Source: an optimization exercise on an open RTL-to-GDS flow (aim: small area). Production flows keep margins and buffers that such runs may drop. No activity file was given, so power comes from the tool's default toggle rates.

== v6 ==
==> flow/design.v <==
package dmaPkg;
  typedef logic [$clog2(4)-1:0] channel_t;
  typedef logic [4-1:0] channelMask_t;
  typedef logic [7:0] regByte_t;
  typedef logic [3:0] regAddr_t;
  typedef logic [16-1:0] addrWord_t;
  typedef logic [16-1:0] countWord_t;
endpackage
module dmaController (
  input  logic dma_if,
  input  logic rst,
  input  logic cs,
  input  logic wr,
  input  logic rd,
  input  dmaPkg::regAddr_t regAddr,
  input  dmaPkg::regByte_t wrData,
  output dmaPkg::regByte_t rdData,
  input  dmaPkg::channelMask_t dreq,
  output logic memValid,
  output dmaPkg::addrWord_t memAddr,
  output dmaPkg::channel_t memChannel,
  output logic memTc,
  input  logic memCredit
);
  logic [3:0][15:0] addrBase, addrCur, countBase, countCur;
  logic [3:0] maskReg, softReq, autoInit, downReg, tcStatus;
  logic bytePtr;
  logic [2:0] owed;   
  logic writeEn, clear, ctrAccess, ctrWrite;
  assign writeEn = cs && wr;
  assign clear = rst || (writeEn && regAddr == 4'd13);
  assign ctrAccess = cs && (wr || rd) && !regAddr[3];
  assign ctrWrite = writeEn && !regAddr[3];
  logic [3:0] request;
  logic [1:0] winner;
  logic anyRequest, grant;
  assign request = (dreq | softReq) & ~maskReg;
  assign anyRequest = |request && !(writeEn && regAddr == 4'd13);
  assign winner = request[0] ? 2'd0 : request[1] ? 2'd1 : request[2] ? 2'd2 : 2'd3;
  assign grant = anyRequest && !owed[2];
  logic [15:0] addrNow, countNow, addrNext, countNext, addrStep, countStep;
  logic terminal;
  logic [3:0] winHot;
  assign winHot = request & ~(request << 1) & ~(request << 2) & ~(request << 3);
  always_comb
  begin
    addrNow = '0;
    countNow = '0;
    for (int i = 0; i < 4; i++)
    begin
      addrNow |= addrCur[i] & {16{winHot[i]}};
      countNow |= countCur[i] & {16{winHot[i]}};
    end
  end
  logic down;
  logic [16:0] addrCarry;
  assign down = downReg[winner];
  assign addrCarry[0] = 1'b1;
  for (genvar k = 0; k < 16; k++)
  begin : g_inc
    assign addrCarry[k+1] = addrCarry[k] && (addrNow[k] ^ down);
    assign addrStep[k] = addrNow[k] ^ addrCarry[k];
  end
  logic [16:0] countBorrow;
  assign countBorrow[0] = 1'b1;
  for (genvar k = 0; k < 16; k++)
  begin : g_dec
    assign countBorrow[k+1] = countBorrow[k] && !countNow[k];
    assign countStep[k] = countNow[k] ^ countBorrow[k];
  end
  assign terminal = countBorrow[16];
  logic reload;
  assign reload = terminal && autoInit[winner];
  assign addrNext = terminal ? 16'd0 : addrStep;
  assign countNext = terminal ? 16'd0 : countStep;
  logic [15:0] addrStepVal, countStepVal;
  logic [15:0] addrBaseNow, countBaseNow;
  always_comb
  begin
    addrBaseNow = '0;
    countBaseNow = '0;
    for (int i = 0; i < 4; i++)
    begin
      addrBaseNow |= addrBase[i] & {16{winHot[i]}};
      countBaseNow |= countBase[i] & {16{winHot[i]}};
    end
  end
  assign addrStepVal = reload ? addrBaseNow : addrNext;
  assign countStepVal = reload ? countBaseNow : countNext;
  for (genvar i = 0; i < 4; i++)
  begin : g_ch
    logic sel, step;
    logic [1:0] aLd, cLd, aStep, cStep, aHold, cHold, aBHold, cBHold;
    assign sel = ctrWrite && regAddr[2:1] == 2'(i) && !clear;
    assign step = grant && winner == 2'(i) && !clear;
    assign aLd = {sel && !regAddr[0] && bytePtr, sel && !regAddr[0] && !bytePtr};
    assign cLd = {sel && regAddr[0] && bytePtr, sel && regAddr[0] && !bytePtr};
    assign aStep = {2{step && !(sel && !regAddr[0])}};
    assign cStep = {2{step && !(sel && regAddr[0])}};
    assign aHold = ~(aLd | aStep) & {2{!clear}};
    assign cHold = ~(cLd | cStep) & {2{!clear}};
    assign aBHold = ~aLd & {2{!clear}};
    assign cBHold = ~cLd & {2{!clear}};
    for (genvar b = 0; b < 2; b++)
    begin : g_byte
      always_ff @(posedge dma_if)
      begin
        addrBase[i][8*b +: 8] <= ({8{aLd[b]}} & wrData) | ({8{aBHold[b]}} & addrBase[i][8*b +: 8]);
        countBase[i][8*b +: 8] <= ({8{cLd[b]}} & wrData) | ({8{cBHold[b]}} & countBase[i][8*b +: 8]);
        addrCur[i][8*b +: 8] <= ({8{aLd[b]}} & wrData) | ({8{aStep[b]}} & addrStepVal[8*b +: 8])
                              | ({8{aHold[b]}} & addrCur[i][8*b +: 8]);
        countCur[i][8*b +: 8] <= ({8{cLd[b]}} & wrData) | ({8{cStep[b]}} & countStepVal[8*b +: 8])
                              | ({8{cHold[b]}} & countCur[i][8*b +: 8]);
      end
    end
  end
  always_ff @(posedge dma_if)
  begin
    if (clear || (writeEn && regAddr == 4'd12))
      bytePtr <= 1'b0;
    else if (ctrAccess)
      bytePtr <= !bytePtr;
  end
  always_ff @(posedge dma_if)
  begin
    if (rst)
    begin
      autoInit <= '0;
      downReg <= '0;
    end
    else if (writeEn && regAddr == 4'd11)
    begin
      autoInit[wrData[1:0]] <= wrData[4];
      downReg[wrData[1:0]] <= wrData[5];
    end
  end
  always_ff @(posedge dma_if)
  begin
    if (clear)
    begin
      maskReg <= '1;
      softReq <= '0;
      tcStatus <= '0;
    end
    else
    begin
      if (writeEn)
      begin
        case (regAddr)
          4'd9: softReq[wrData[1:0]] <= wrData[2];
          4'd10: maskReg[wrData[1:0]] <= wrData[2];
          4'd14: maskReg <= '0;
          4'd15: maskReg <= wrData[3:0];
          default: ;
        endcase
      end
      if (cs && rd && regAddr == 4'd8)
        tcStatus <= '0;
      if (grant && terminal)
      begin
        tcStatus[winner] <= 1'b1;
        softReq[winner] <= 1'b0;
        if (!autoInit[winner])
          maskReg[winner] <= 1'b1;
      end
    end
  end
  always_ff @(posedge dma_if)
  begin
    if (rst)
      owed <= '0;
    else
      owed <= owed + 3'(grant) - 3'(memCredit);
  end
  always_ff @(posedge dma_if)
  begin
    memValid <= grant && !rst;
    memAddr <= addrNow;
    memChannel <= winner;
    memTc <= terminal;
  end
  logic [15:0] readWord;
  assign readWord = regAddr[0] ? countCur[regAddr[2:1]] : addrCur[regAddr[2:1]];
  always_ff @(posedge dma_if)
  begin
    if (!regAddr[3])
      rdData <= bytePtr ? readWord[15:8] : readWord[7:0];
    else if (regAddr[2:0] == 3'd0)
      rdData <= {dreq | softReq, tcStatus};
    else
      rdData <= '0;
  end
endmodule
Settings: LEC_CHECK=0, CAP_MARGIN=20, CORE_MARGIN=2, CORE_UTILIZATION=40, CTS_BUF_LIST=sky130_fd_sc_hd__clkbuf_8, CTS_CLUSTER_DIAMETER=60, CTS_CLUSTER_SIZE=16, GPL_TIMING_DRIVEN=0, SLEW_MARGIN=20; clock period 5.0 ns.
run.sh (not shown) runs the stock make flow with config.mk's settings and CLKGATE_MAP_FILE= SYNTH_SCRIPT=/design/flow/synth_recipe.tcl, a recipe that flattens the netlist after the stock synthesis.
In v6 the implementation ran to completion but is not tape-out ready, as the final checks report negative setup slack.
What v7 does differently from v6 at the input level:
diff --git a/flow/design.v b/flow/design.v
--- a/flow/design.v
+++ b/flow/design.v
@@ -53,23 +53,40 @@
     end
   end
-  logic down;
+  logic down, reloadMode;
+  assign down = |(downReg & winHot);
+  assign reloadMode = |(autoInit & winHot);
+  logic [15:0] addrProp;
   logic [16:0] addrCarry;
-  assign down = downReg[winner];
-  assign addrCarry[0] = 1'b1;
-  for (genvar k = 0; k < 16; k++)
-  begin : g_inc
-    assign addrCarry[k+1] = addrCarry[k] && (addrNow[k] ^ down);
-    assign addrStep[k] = addrNow[k] ^ addrCarry[k];
-  end
+  logic [4:0] addrGroupCarry;
+  assign addrProp = addrNow ^ {16{down}};
+  assign addrGroupCarry[0] = 1'b1;
+  for (genvar g = 0; g < 4; g++)
+  begin : g_incGroup
+    assign addrGroupCarry[g+1] = addrGroupCarry[g] && &addrProp[4*g +: 4];
+    assign addrCarry[4*g] = addrGroupCarry[g];
+    for (genvar k = 1; k < 4; k++)
+    begin : g_bit
+      assign addrCarry[4*g+k] = addrCarry[4*g+k-1] && addrProp[4*g+k-1];
+    end
+  end
+  assign addrStep = addrNow ^ addrCarry[15:0];
+  logic [15:0] countZero;
   logic [16:0] countBorrow;
-  assign countBorrow[0] = 1'b1;
-  for (genvar k = 0; k < 16; k++)
-  begin : g_dec
-    assign countBorrow[k+1] = countBorrow[k] && !countNow[k];
-    assign countStep[k] = countNow[k] ^ countBorrow[k];
-  end
-  assign terminal = countBorrow[16];
+  logic [4:0] countGroupBorrow;
+  assign countZero = ~countNow;
+  assign countGroupBorrow[0] = 1'b1;
+  for (genvar g = 0; g < 4; g++)
+  begin : g_decGroup
+    assign countGroupBorrow[g+1] = countGroupBorrow[g] && &countZero[4*g +: 4];
+    assign countBorrow[4*g] = countGroupBorrow[g];
+    for (genvar k = 1; k < 4; k++)
+    begin : g_bit
+      assign countBorrow[4*g+k] = countBorrow[4*g+k-1] && countZero[4*g+k-1];
+    end
+  end
+  assign countStep = countNow ^ countBorrow[15:0];
+  assign terminal = countNow == 16'd0;
   logic reload;
-  assign reload = terminal && autoInit[winner];
+  assign reload = terminal && reloadMode;
   assign addrNext = terminal ? 16'd0 : addrStep;
   assign countNext = terminal ? 16'd0 : countStep;
==> run notes <==
- [v7] flow finished | final checks: failed | reasons: negative setup slack
- Layout checks on v6: not met. Flow itself completed; violations: negative setup slack.
- In the reports for v7 and v6, the smaller fraction of standard cell area in multi-input logic belongs to v6.
- Power attributed to the clock group on v7 is behind v6.
- Of the two candidates, v6 has the better total power and v7 the worse one.
- Compared to v6, v7 has post-layout instance count excluding filler cells 69 higher.
- On v7: logic depth of the worst path, buffers included is 19 lower than what v6 gave.
- The lower relative contribution of combinational cells to total power came out of v6.
- Comparing v7 and v6, the higher final cell area excluding filler cells is on v6.
- The final reports for v7 and v6 show final design utilization lower in the former.
- Delta (v7 minus v6): number of buffers added for setup after CTS went down, combinational power up 14%.
Function was not checked in any run of this note: the RTL went through the layout flow alone.

[static timing again, ports no longer ideal]
Ports are ideal in the flow. The routed layouts listed here were re-timed in OpenROAD.
Step 1, drivers: a clkbuf_16 drives dma_if and a buf_2 each remaining input, both assumed.
Step 2 moves the port delays by t, midway between the first and last clock arrival at a register: inputs arrive t later, outputs are due t later. That takes back most of the time a late clock gives input paths.
Slacks: no drivers / after step 1 / after step 2; pairs: no drivers / after step 1.
run | shift t [ns] | slack for setup (ns) | latest minus earliest clock arrival (ns) | pins driven straight from the clock port
v6 | 0.678 | -0.270 / -0.249 / -0.927 | 0.052 / 0.052 | 1
v7 | 0.672 | -0.031 / -0.002 / -0.674 | 0.032 / 0.032 | 1
For v6, which loses most, drivers alone change the setup slack by +0.021 ns; drivers and shift together by -0.657 ns.
